This design comes from an exercise in tuning for small area, a short achievable clock period and few clock cycles per item on the open sky130 flow, not from production work.
Only simulation tests tie the RTL to the original design; equivalence was not proved.

==> flow/design.v (outline; a module is shown in full before it is edited, if it fits) <==
// module atc_fifo: 46 lines
// module atc_front: 70 lines
// module atc_back: 2820 lines
// module accel_tilt_smoother: 39 lines
module accel_tilt_smoother (
    input  logic               aclk,
    input  logic               aresetn,
    input  logic               s_valid,
    output logic               s_ready,
    input  logic signed [15:0] s_accel_x,
    input  logic signed [15:0] s_accel_y,
    input  logic signed [15:0] s_accel_z,
    output logic               m_valid,
    input  logic               m_ready,
    output logic signed [15:0] m_mean_x,
    output logic signed [15:0] m_mean_y,
    output logic signed [15:0] m_mean_z,
    output logic signed [15:0] m_tilt_x,
    output logic signed [15:0] m_tilt_y,
    output logic [7:0]         m_servo_x,
    output logic [7:0]         m_servo_y
);
  // ...
==> flow/run.sh <==
#!/bin/bash
# synth_recipe.tcl (not shown) runs the flow's synth.tcl, then flattens the netlist and writes it again
# the make line also repeats each setting of config.mk as NAME=value (left out here)
make -C /OpenROAD-flow-scripts/flow DESIGN_CONFIG=/design/flow/config.mk WORK_HOME=/design/flow/orfs CLKGATE_MAP_FILE= SYNTH_SCRIPT=/design/flow/synth_recipe.tcl finish
==> flow/config.mk <==
export PLATFORM = sky130hd
export DESIGN_NAME = accel_tilt_smoother
export DESIGN_NICKNAME = accel_tilt_smoother
export VERILOG_FILES = /design/flow/design.v
export SDC_FILE = /design/flow/constraint.sdc
export NUM_CORES = 4
export LEC_CHECK = 0
export ABC_AREA = 1
export CAP_MARGIN = 20
export CORE_MARGIN = 2
export CORE_UTILIZATION = 40
export SLEW_MARGIN = 20
==> flow/constraint.sdc <==
create_clock -name core_clock -period 10.0 [get_ports {aclk}]
set_input_delay 2.0000 -clock core_clock [delete_from_list [all_inputs] [get_ports {aclk}]]
set_output_delay 2.0000 -clock core_clock [all_outputs]
set_load 0.01 [all_outputs]
==> results.txt, run 1 <==
placed cell areas: 265000 um2
startpoint types: flip-flop
Synth async-reset ratio: 0%
Buffers, non-clock: 201
count leader, synth: nand2_1
largest net degree at the start of global routing: 145
first-pass GRT wire length: 1050 mm
most frequent cells in the layout: nand2_1 (5210), dfxtp_1 (4910), inv_1 (2856)
Fin Clk Skew: 0.0794 ns
clk root buf: clkbuf_16
Top Metal Used: met4
GRT met3 Usage: 2.11%
crit-path max cell delay: 0.63 ns
initial antenna violation count: 26
core area: 636000 um2
busiest grt layer: met2
ANT nets after route: 0
share of post-route cells with drive strength above 1: 5.09%
multi-input combinational area share: 44.1%
max reg flops: 336
Layout clock area frac: 7.13%
flop-to-flop setup slack: 6.19 ns
Non-Filler Instances: 37300
DIE WIDTH: 802 um
Slew Limit Fails: 0
CTS max path bufs: 4
synthesized area per cell: 9.12 um2
I/O pin count: 150
Post-Synth XOR/XNOR Area: 9.26%
clock latency at the later pin of the worst-skew pair: 1.10 ns
TAP cells: 8407
Worst Hold Launch: u_back.Sy_s9[14]$_DFF_P_
vias in the first global route: 184000
largest class: multi-input combinational cells
reg2reg start: u_back.rem11_s14[1]$_SDFF_PN1_
dpl ws: 5.59 ns
status: complete, no violations
Chip Height: 802 um
# DRC: 0
Testbench counts, summed over its fixed seeds: cycles 1,048, items 768.
==> module atc_front, before the edit <==
module atc_front (
    input  logic               aclk,
    input  logic               aresetn,
    input  logic               recirc,
    input  logic               recirc_next,
    input  logic               s_valid,
    output logic               s_ready,
    input  logic signed [15:0] s_accel_x,
    input  logic signed [15:0] s_accel_y,
    input  logic signed [15:0] s_accel_z,
    output logic               entering,
    output logic [18:0]        sum_x,
    output logic [18:0]        sum_y,
    output logic [18:0]        sum_z
);
    logic [47:0] in_reg;
    logic        in_v;
    logic [47:0] w [7];
    logic [18:0] tx_reg, ty_reg, tz_reg;
    logic [2:0]  fill;
    logic        full;
    logic [18:0] ox, oy, oz;
    logic in_v_next;
    assign entering  = in_v && !recirc;
    assign in_v_next = s_ready ? s_valid : in_v;
    always_ff @(posedge aclk) begin
        if (s_ready) begin
            in_reg <= {s_accel_x, s_accel_y, s_accel_z};
        end
    end
    always_ff @(posedge aclk) begin
        if (!aresetn) begin
            in_v    <= 1'b0;
            s_ready <= 1'b1;
        end else begin
            in_v    <= in_v_next;
            s_ready <= !in_v_next || !recirc_next;
        end
    end
    assign sum_x = tx_reg + 19'($signed(in_reg[47:32]));
    assign sum_y = ty_reg + 19'($signed(in_reg[31:16]));
    assign sum_z = tz_reg + 19'($signed(in_reg[15:0]));
    assign full = (fill == 3'd7);
    assign ox   = full ? 19'($signed(w[6][47:32])) : 19'd0;
    assign oy   = full ? 19'($signed(w[6][31:16])) : 19'd0;
    assign oz   = full ? 19'($signed(w[6][15:0]))  : 19'd0;
    always_ff @(posedge aclk) begin
        if (entering) begin
            w[0] <= in_reg;
            for (int k = 1; k < 7; k++) begin
                w[k] <= w[k-1];
            end
        end
    end
    always_ff @(posedge aclk) begin
        if (!aresetn) begin
            tx_reg <= '0;
            ty_reg <= '0;
            tz_reg <= '0;
            fill   <= '0;
        end else if (entering) begin
            tx_reg <= sum_x - ox;
            ty_reg <= sum_y - oy;
            tz_reg <= sum_z - oz;
            if (!full) begin
                fill <= fill + 3'd1;
            end
        end
    end
endmodule
==> run 2, diff against run 1 <==
--- a/flow/design.v
+++ b/flow/design.v
@@ -70,21 +70,23 @@
     logic [2:0]  fill;
     logic        full;
     logic [18:0] ox, oy, oz;
-    logic in_v_next;
+    logic in_v_next, ready, ready_q;
+    assign ready     = !in_v || !recirc;
     assign entering  = in_v && !recirc;
-    assign in_v_next = s_ready ? s_valid : in_v;
+    assign in_v_next = ready ? s_valid : in_v;
+    assign s_ready   = ready_q;
     always_ff @(posedge aclk) begin
-        if (s_ready) begin
+        if (ready) begin
             in_reg <= {s_accel_x, s_accel_y, s_accel_z};
         end
     end
     always_ff @(posedge aclk) begin
         if (!aresetn) begin
             in_v    <= 1'b0;
-            s_ready <= 1'b1;
+            ready_q <= 1'b1;
         end else begin
             in_v    <= in_v_next;
-            s_ready <= !in_v_next || !recirc_next;
+            ready_q <= !in_v_next || !recirc_next;
         end
     end
     assign sum_x = tx_reg + 19'($signed(in_reg[47:32]));
==> results.txt, run 2 <==
top cells by area, synth: dfxtp_1 (39%), ha_1 (9.7%), nand2_1 (7.8%) (was dfxtp_1 (39%), ha_1 (9.6%), nand2_1 (7.7%))
synthesized area per cell: 9.10 um2 (was 9.12 um2)
CTS tree: yes (unchanged)
CTS max path bufs: 4 (unchanged)
Setup Crit Path Kind: reg -> out (unchanged)
# DRC: 0 (unchanged)
Post-CTS Setup Bufs: 0 (unchanged)
Synth async-reset ratio: 0% (unchanged)
met2 Use GR: 34.5% (was 34.9%)
count of flip-flops with a built-in enable after synthesis: 576 (unchanged)
Slew Limit Fails: 0 (unchanged)
Crit Path Max Fanout: 1 (was 19)
MaxCap Viol Count: 0 (unchanged)
setup TNS: 0 ns (unchanged)
ANT nets after route: 0 (unchanged)
drt total wl: 717 mm (was 678 mm)
nets@finish: 31000 (was 31100)
via/cell ratio: 5.01 (was 4.96)
clk root buf: clkbuf_16 (unchanged)
max reg flops: 336 (unchanged)
PostCTS Resize Cnt: 0 (unchanged)
combinational family with the most area after synthesis: simple AND/OR/NAND/NOR gates (unchanged)
GRT met3 Usage: 2.62% (was 2.11%)
grt ovf: 0 (unchanged)
area leader, netlist: dfxtp_1 (unchanged)
synthesized instance count: 27900 (about the same)
Final Hold Vio Count: 0 (unchanged)
fin crit period: 4.22 ns (was 4.39 ns)
Syn-to-layout area delta: 12.3% (was 12.2%)
CP max-delay cell: clkdlybuf4s50_1 (unchanged)
CTS Buf Count: 580 (was 575)
Worst-path clk slew: 0.06 ns (about the same)
sequential share of the synthesized area: 45.7% (was 45.5%)
Worst EP required: 8.00 ns (about the same)
status: complete, no violations (unchanged)
RSZ-0062 raised after global routing: false (unchanged)
Min-Delay Path Class: reg -> reg (unchanged)
Top Family by Delay on Critical Path: buffers and inverters (unchanged)
post-route clock period utilization: 42.2% (was 43.9%)
H-tree depth: 6 (unchanged)
initial antenna violation count: 28 (was 26)
Fmax: 0.237 GHz (was 0.228 GHz)
max_slew headroom: 30.1% (was 27.7%)
FILL cells: 60700 (was 61300)
Synth Area in Adders: 15.0% (about the same)
final setup fails: 0 (unchanged)
GRT Total Usage: 21.4% (was 20.4%)
Worst Hold Launch: u_back.cad0_s25$_DFF_P_ (was u_back.Sy_s9[14]$_DFF_P_)
post-synthesis mux area share: 0.00394% (was 0%)
Pre-Repair DR Iteration Count: 8 (was 7)
Synth Area in Compound Gates: 9.15% (was 9.20%)
ys flop type: dfxtp_1 (unchanged)
post-synth cell types: 88 (was 90)
share of post-route cells with drive strength above 1: 4.56% (was 5.09%)
yosys warns: 4 (unchanged)
Vias: 186000 (was 185000)
crit-path max cell delay: 0.61 ns (was 0.63 ns)
Post-synth top cells: nand2_1 (5273), dfxtp_1 (4932), inv_1 (2876), nor2_1 (1976), ha_1 (1965) (was nand2_1 (5210), dfxtp_1 (4932), inv_1 (2857), nor2_1 (2045), ha_1 (1964))
count leader, synth: nand2_1 (unchanged)
row cnt: 292 (was 293)
routed len/inst: 19.2 um (was 18.2 um)
dpl hpwl: 577 mm (was 542 mm)
most common cell after layout, fill and taps aside: nand2_1 (unchanged)
DIE WIDTH: 801 um (was 802 um)
#FFs+latches synth: 5508 (unchanged)
Worst EP arrival: 2.22 ns (was 2.39 ns)
startpoint types: flip-flop (unchanged)
Post-Synth XOR/XNOR Area: 9.28% (was 9.26%)
biggest regs: u_front.w (336), u_out.m_data (96), u_out.skid (96) (unchanged)
GR Util met1: 29.9% (was 27.2%)
I/O pin count: 150 (unchanged)
Chip Height: 801 um (was 802 um)
crit end category: output port (unchanged)
GP Congestion: 0.954 (was 0.959)
PortBufs: 149 (unchanged)
die area: 641000 um2 (was 643000 um2)
cells along the critical path: clkdlybuf4s50_1 (was buf_4 -> clkdlybuf4s50_1)
first-pass GRT wire length: 1080 mm (was 1050 mm)
clock latency at the later pin of the worst-skew pair: 1.08 ns (was 1.10 ns)
reg2reg start: u_back.root8_s11[11]$_DFF_P_ (was u_back.rem11_s14[1]$_SDFF_PN1_)
Mapped Area: 254000 um2 (was 255000 um2)
Post-Synth Simple-Gate Area: 15.8% (was 16.0%)
largest net degree at the start of global routing: 171 (was 145)
final core occ: 45.1% (was 45.0%)
Initial DRC Count: 13800 (was 13100)
most frequent cells in the layout: nand2_1 (5272), dfxtp_1 (4911), inv_1 (2875) (was nand2_1 (5210), dfxtp_1 (4910), inv_1 (2856))
busiest grt layer: met2 (unchanged)
core area: 632000 um2 (was 636000 um2)
Fin Clk Skew: 0.0779 ns (was 0.0794 ns)
hold buffer count at CTS: 0 (unchanged)
Worst Path Buf+Inv: 1 (was 2)
Top reg by flops: u_front.w (unchanged)
vias in the first global route: 181000 (was 184000)
post-synth top area share: 38.9% (was 38.8%)
measured slew at the worst slew-check pin: 1.04 ns (was 1.07 ns)
Initial Util: 40.1% (about the same)
Setup crit start: u_out.m_data[2]$_DFFE_PN_ (was u_front.s_ready$_SDFF_PN1_)
Clock Sinks: 5508 (unchanged)
[run 2: cell count changes in the layout (fill, tap and decap cells not counted), moves of 18 or more]
cell,delta
nor2_1,-69
nand2_1,+62
inv_2,-18
nand3_2,-22
o21bai_1,+20
a21oi_1,+18
o21ai_1,-25
inv_1,+19
clkinv_2,-23
o21ai_0,+18
nand3_1,+37
diode_2,+33
[run 2: area by class of cell]
class	instances	area [um2]	share of cell area [%]
Multi-Input combinational cell	19100	125000	43.9
Clock inverter	288	3920	1.37
Tap cell	8379	10500	3.68
Sequential cell	5508	116000	40.7
Inverter	2933	11000	3.86
Clock buffer	774	16400	5.74
Timing Repair Buffer	214	1990	0.698
Antenna cell	47	118	0.0412
[run 2: through the flow]
stage	area (um2)	worst slack, ns	hold slack (ns)	std cells
after global placement	265000	5.85	0.310	36100
final	285000	5.78	0.270	37200
after detailed placement	265000	5.90	0.312	36100
after global routing	285000	5.64	0.250	37200
after CTS	285000	5.59	0.245	37200
after floorplan	254000	3.45	0.310	27900
[run 2: per-layer routing]
metal,vias to the layer above,part of all wire (%)
li1,92400,-
met1,88300,46
met2,4763,45
met3,1003,5.0
met4,4,3.7
met5,-,0.0038
[run 2: kinds of logic (layout without fill, tap and decap cells)]
family,after synthesis,after routing
simple gates,9613,9613
flops,5508,5508
compound gates,4155,4155
buf+inv,3292,4209
xor+xnor,2688,2688
fa+ha+maj,2644,2644
other cells,1,50
mux,1,1
[run 2: path summary, 6_finish.rpt]
check / end / slack (ns) / cells after the start
worst min-delay path: u_back.cad0_s26$_DFF_P_ / 0.27 / 0
worst max-delay path: m_servo_y[2] / 5.78 / 1
worst min register to register: u_back.cad0_s26$_DFF_P_ / 0.27 / 0
worst max register to register: u_back.rem9_s12[14]$_DFF_P_ / 6.02 / 13
Testbench counts of run 2, summed over its fixed seeds: cycles 1,048, items 768.
==> run 3, diff against run 2 <==
--- a/flow/design.v
+++ b/flow/design.v
@@ -70,6 +70,7 @@
     logic [2:0]  fill;
     logic        full;
     logic [18:0] ox, oy, oz;
+    logic [18:0] cx_s, cx_c, cy_s, cy_c, cz_s, cz_c;
     logic in_v_next, ready, ready_q;
     assign ready     = !in_v || !recirc;
     assign entering  = in_v && !recirc;
@@ -92,10 +93,19 @@
     assign sum_x = tx_reg + 19'($signed(in_reg[47:32]));
     assign sum_y = ty_reg + 19'($signed(in_reg[31:16]));
     assign sum_z = tz_reg + 19'($signed(in_reg[15:0]));
-    assign full = (fill == 3'd7);
     assign ox   = full ? 19'($signed(w[6][47:32])) : 19'd0;
     assign oy   = full ? 19'($signed(w[6][31:16])) : 19'd0;
     assign oz   = full ? 19'($signed(w[6][15:0]))  : 19'd0;
+    function automatic logic [37:0] csa3(input logic [18:0] a, input logic [18:0] b,
+                                         input logic [18:0] c);
+        logic [18:0] s, k;
+        s = a ^ b ^ c;
+        k = (a & b) | (a & c) | (b & c);
+        csa3 = {s, k[17:0], 1'b0};
+    endfunction
+    assign {cx_s, cx_c} = csa3(tx_reg, 19'($signed(in_reg[47:32])), ~ox);
+    assign {cy_s, cy_c} = csa3(ty_reg, 19'($signed(in_reg[31:16])), ~oy);
+    assign {cz_s, cz_c} = csa3(tz_reg, 19'($signed(in_reg[15:0])), ~oz);
     always_ff @(posedge aclk) begin
         if (entering) begin
             w[0] <= in_reg;
@@ -110,12 +120,14 @@
             ty_reg <= '0;
             tz_reg <= '0;
             fill   <= '0;
+            full   <= 1'b0;
         end else if (entering) begin
-            tx_reg <= sum_x - ox;
-            ty_reg <= sum_y - oy;
-            tz_reg <= sum_z - oz;
+            tx_reg <= cx_s + cx_c + 19'd1;
+            ty_reg <= cy_s + cy_c + 19'd1;
+            tz_reg <= cz_s + cz_c + 19'd1;
             if (!full) begin
                 fill <= fill + 3'd1;
+                full <= (fill == 3'd6);
             end
         end
     end
==> flow/flow/run.sh (new file) <==
#!/bin/bash
# Layout flow: the standard layout (standard.sh: the standard synthesis and
# the ORFS steps to finish, same SDC and clock period), with two changes in how
# the layout is made:
#  - the buffers that buffer_ports puts on every input and output port are
#    sky130_fd_sc_hd__buf_2 cells instead of the library's default choice
#  - timing repair works to a 6.6 ns setup margin on the 10 ns clock, so that
#    it speeds up every path slower than 3.4 ns
# make's full output goes to standard.log here; each ORFS step also keeps its
# own log under orfs/logs/.
set -euo pipefail
cd "$(dirname "${BASH_SOURCE[0]}")/.."
export BUFFER_PORTS_ARGS="-buffer_cell sky130_fd_sc_hd__buf_2"
export SETUP_SLACK_MARGIN=6.6
bash standard.sh > standard.log 2>&1
==> flow/standard.sh (new file) <==
#!/bin/bash
# synth_recipe.tcl (not shown) runs the flow's synth.tcl, then flattens the netlist and writes it again
# the make line also repeats each setting of config.mk as NAME=value (left out here)
make -C /OpenROAD-flow-scripts/flow DESIGN_CONFIG=/design/flow/config.mk WORK_HOME=/design/flow/orfs CLKGATE_MAP_FILE= SYNTH_SCRIPT=/design/flow/synth_recipe.tcl "${@:-finish}"
removed: flow/run.sh
==> results.txt, run 3 <==
Synth Area in Adders: 15.3% (was 15.0%)
max_slew headroom: 29.6% (was 30.1%)
#FFs+latches synth: 5509 (was 5508)
most common cell after layout, fill and taps aside: nand2_1 (unchanged)
flop-to-flop setup slack: 6.68 ns (was 6.02 ns)
via/cell ratio: 4.97 (was 5.01)
Min-Delay Path Class: reg -> reg (unchanged)
ys flop type: dfxtp_1 (unchanged)
Vias: 188000 (was 186000)
Fmax: 0.253 GHz (was 0.237 GHz)
Syn-to-layout area delta: 12.4% (was 12.3%)
first-pass GRT wire length: 1060 mm (was 1080 mm)
sequential share of the synthesized area: 45.2% (was 45.7%)
vias in the first global route: 186000 (was 181000)
cells along the critical path: buf_2 (was clkdlybuf4s50_1)
post-synth cell types: 76 (was 88)
drt total wl: 693 mm (was 717 mm)
final setup fails: 0 (unchanged)
Post-Synth XOR/XNOR Area: 9.07% (was 9.28%)
max reg flops: 336 (unchanged)
Worst-path clk slew: 0.06 ns (about the same)
Non-Filler Instances: 37800 (was 37200)
placed cells: 36700 (was 36100)
Pre-Repair DR Iteration Count: 7 (was 8)
biggest regs: u_front.w (336), u_out.m_data (96), u_out.skid (96) (unchanged)
dpl hpwl: 552 mm (was 577 mm)
routed len/inst: 18.3 um (was 19.2 um)
yosys warns: 4 (unchanged)
Final Hold Vio Count: 0 (unchanged)
setup TNS: 0 ns (unchanged)
status: complete, no violations (unchanged)
GP Congestion: 0.958 (was 0.954)
top cells by area, synth: dfxtp_1 (38%), ha_1 (9.6%), nand2_1 (7.9%) (was dfxtp_1 (39%), ha_1 (9.7%), nand2_1 (7.8%))
fin crit period: 3.95 ns (was 4.22 ns)
crit end category: output port (unchanged)
DIE WIDTH: 805 um (was 801 um)
RSZ-0062 raised after global routing: true (was false)
Slew Limit Fails: 0 (unchanged)
Top reg by flops: u_front.w (unchanged)
Fin Clk Skew: 0.0704 ns (was 0.0779 ns)
PortBufs: 149 (unchanged)
count leader, synth: nand2_1 (unchanged)
Crit Path Max Fanout: 1 (unchanged)
post-synthesis mux area share: 0% (was 0.00394%)
grt ovf: 0 (unchanged)
initial antenna violation count: 23 (was 28)
Setup crit start: u_out.m_data[35]$_DFFE_PN_ (was u_out.m_data[2]$_DFFE_PN_)
combinational family with the most area after synthesis: simple AND/OR/NAND/NOR gates (unchanged)
die area: 648000 um2 (was 641000 um2)
Top Family by Delay on Critical Path: flip-flops (was buffers and inverters)
post-synth top area share: 38.5% (was 38.9%)
Post-Synth Simple-Gate Area: 16.0% (was 15.8%)
CTS tree: yes (unchanged)
measured slew at the worst slew-check pin: 1.06 ns (was 1.04 ns)
# DRC: 0 (unchanged)
clk root buf: clkbuf_16 (unchanged)
core area: 640000 um2 (was 632000 um2)
Post-synth top cells: nand2_1 (5384), dfxtp_1 (4933), inv_1 (3117), nor2_1 (2009), a21oi_1 (1965) (was nand2_1 (5273), dfxtp_1 (4932), inv_1 (2876), nor2_1 (1976), ha_1 (1965))
clock latency at the later pin of the worst-skew pair: 1.09 ns (was 1.08 ns)
reg2reg end: u_out.m_data[6]$_DFFE_PN_ (was u_back.rem9_s12[14]$_DFF_P_)
Clock Sinks: 5509 (was 5508)
synthesized instance count: 28400 (was 27900)
Mapped Area: 257000 um2 (was 254000 um2)
GRT Total Usage: 20.7% (was 21.4%)
CTS max path bufs: 4 (unchanged)
Worst Path Buf+Inv: 1 (unchanged)
reg2reg start: u_back.ty_s33[4]$_SDFF_PP0_ (was u_back.root8_s11[11]$_DFF_P_)
count of flip-flops with a built-in enable after synthesis: 576 (unchanged)
I/O pin count: 150 (unchanged)
nets@finish: 31600 (was 31000)
CP max-delay cell: edfxtp_1 (was clkdlybuf4s50_1)
H-tree depth: 6 (unchanged)
ANT nets after route: 0 (unchanged)
CTS Buf Count: 574 (was 580)
post-route clock period utilization: 39.5% (was 42.2%)
share of post-route cells with drive strength above 1: 5.56% (was 4.56%)
MaxCap Viol Count: 0 (unchanged)
Setup Crit Path Kind: reg -> out (unchanged)
Initial DRC Count: 12600 (was 13800)
hold slack: 0.274 ns (was 0.270 ns)
synthesized area per cell: 9.03 um2 (was 9.10 um2)
Worst EP required: 8.00 ns (about the same)
crit path to: m_tilt_x[3] (was m_servo_y[2])
Synth async-reset ratio: 0% (unchanged)
Worst Reg2Reg Path Length in Cells: 15 (was 13)
row cnt: 294 (was 292)
Chip Height: 805 um (was 801 um)
startpoint types: flip-flop (unchanged)
Synth Area in Compound Gates: 9.19% (was 9.15%)
largest net degree at the start of global routing: 169 (was 171)
area leader, netlist: dfxtp_1 (unchanged)
most frequent cells in the layout: nand2_1 (5364), dfxtp_1 (4864), inv_1 (3104) (was nand2_1 (5272), dfxtp_1 (4911), inv_1 (2875))
hold buffer count at CTS: 0 (unchanged)
Stages on worst setup path: 1 (unchanged)
Worst EP arrival: 1.95 ns (was 2.22 ns)
Initial Util: 40.1% (about the same)
crit-path max cell delay: 0.67 ns (was 0.61 ns)
==> run 3: cell types whose count changed after synthesis, moves of 20 or more <==
cell     delta
a21oi_1    +53
inv_1     +241
o21ai_1    -27
or2_2      +20
o21ai_0    +48
nand4_1    +30
nand2_1   +111
xnor2_1    +29
nor2_1     +33
xor2_1     -61
fa_1       +53
==> run 3: per-stage QoR <==
stage / worst slack (ns) / utilization (%) / instance area (um2)
after floorplan: 6.09 / - / 257000
after global placement: 5.40 / 41.7 / 267000
after detailed placement: 5.36 / 41.7 / 267000
after CTS: 5.83 / 44.9 / 287000
after global routing: 5.92 / 45.0 / 288000
final: 6.05 / 45.0 / 288000
==> run 3: what timing repair did <==
item / CTS / global route
buffers inserted: 11 / 27
cloned: 5 / 3
endpoints found under the setup margin: 473 / 412
pin swaps: 5 / 45
resized for setup: 82 / 195
==> run 3: routing by layer <==
layer / wire, um / share of wire, % / global-route usage, %
met5: 27 / 0.0039 / 0
met4: 22500 / 3.2 / 6.10
met3: 32200 / 4.6 / 2.31
met2: 322000 / 46 / 35.0
met1: 316000 / 46 / 27.8
==> run 3: area by class of cell <==
class	instances	area, um2
fill	61800	352000
clock buffer	756	16100
timing repair inverter	3	22.5
sequential	5509	116000
antenna	15	37.5
multi-input combinational	19400	128000
timing repair buffer	252	1710
tap	8436	10600
inverter	3164	11900
clock inverter	279	3850
==> run 3: logic make-up after synthesis <==
family | Yosys count
fa+ha+maj | 2694
compound gates | 4243
flops | 5509
simple gates | 9786
other cells | 1
xor+xnor | 2655
buf+inv | 3511
==> run 3: worst min path at each step <==
stage	start	end	slack, ns	depth (start not counted)
2_1_floorplan	u_back.Sx_s9[0]$_DFF_P_	u_back.Sx_s10[0]$_DFF_P_	0.31	0
3_3_place_gp	u_back.Sz_s18[4]$_DFF_P_	u_back.Sz_s19[4]$_DFF_P_	0.31	0
3_5_place_dp	u_back.Sx_s19[7]$_DFF_P_	u_back.Sx_s20[7]$_DFF_P_	0.31	0
4_1_cts	u_back.Sx_s10[1]$_DFF_P_	u_back.Sx_s11[1]$_DFF_P_	0.27	0
5_1_grt	u_back.Sx_s8[1]$_DFF_P_	u_back.Sx_s9[1]$_DFF_P_	0.27	0
6_report	u_back.Sx_s10[1]$_DFF_P_	u_back.Sx_s11[1]$_DFF_P_	0.27	0
Testbench counts of run 3, summed over its fixed seeds: cycles 1,048, items 768.

what the ideal ports hide:
No port has a modelled driver above. Below, the same layouts with a new extraction and two added sets of constraints. Step 1, drivers: a clkbuf_16 drives aclk and a buf_2 each remaining input, both assumed. Step 2 times the ports against the registers' clock, not the clock port: input delays grow and output delays shrink by t, the midpoint of the rising clock arrivals with the driver on. a / b / c = ideal / step 1 / step 2; a / b = the first two.
run | t (ns) | setup WS [ns] | worst setup path after step 2 | latest minus earliest clock arrival (ns) | worst register clock-pin slew, ns
run 1 | 1.183 | 5.608 / 5.483 / 5.564 | input to register | 0.096 / 0.096 | 0.07 / 0.07
run 2 | 1.183 | 5.784 / 5.662 / 5.913 | input to register | 0.123 / 0.123 | 0.07 / 0.07
run 3 | 1.183 | 6.047 / 5.916 / 6.106 | input to register | 0.089 / 0.089 | 0.07 / 0.07
After both steps every run listed still meets setup and hold. For run 1, which loses most, drivers alone change the setup slack by -0.125 ns; drivers and shift together by -0.044 ns.
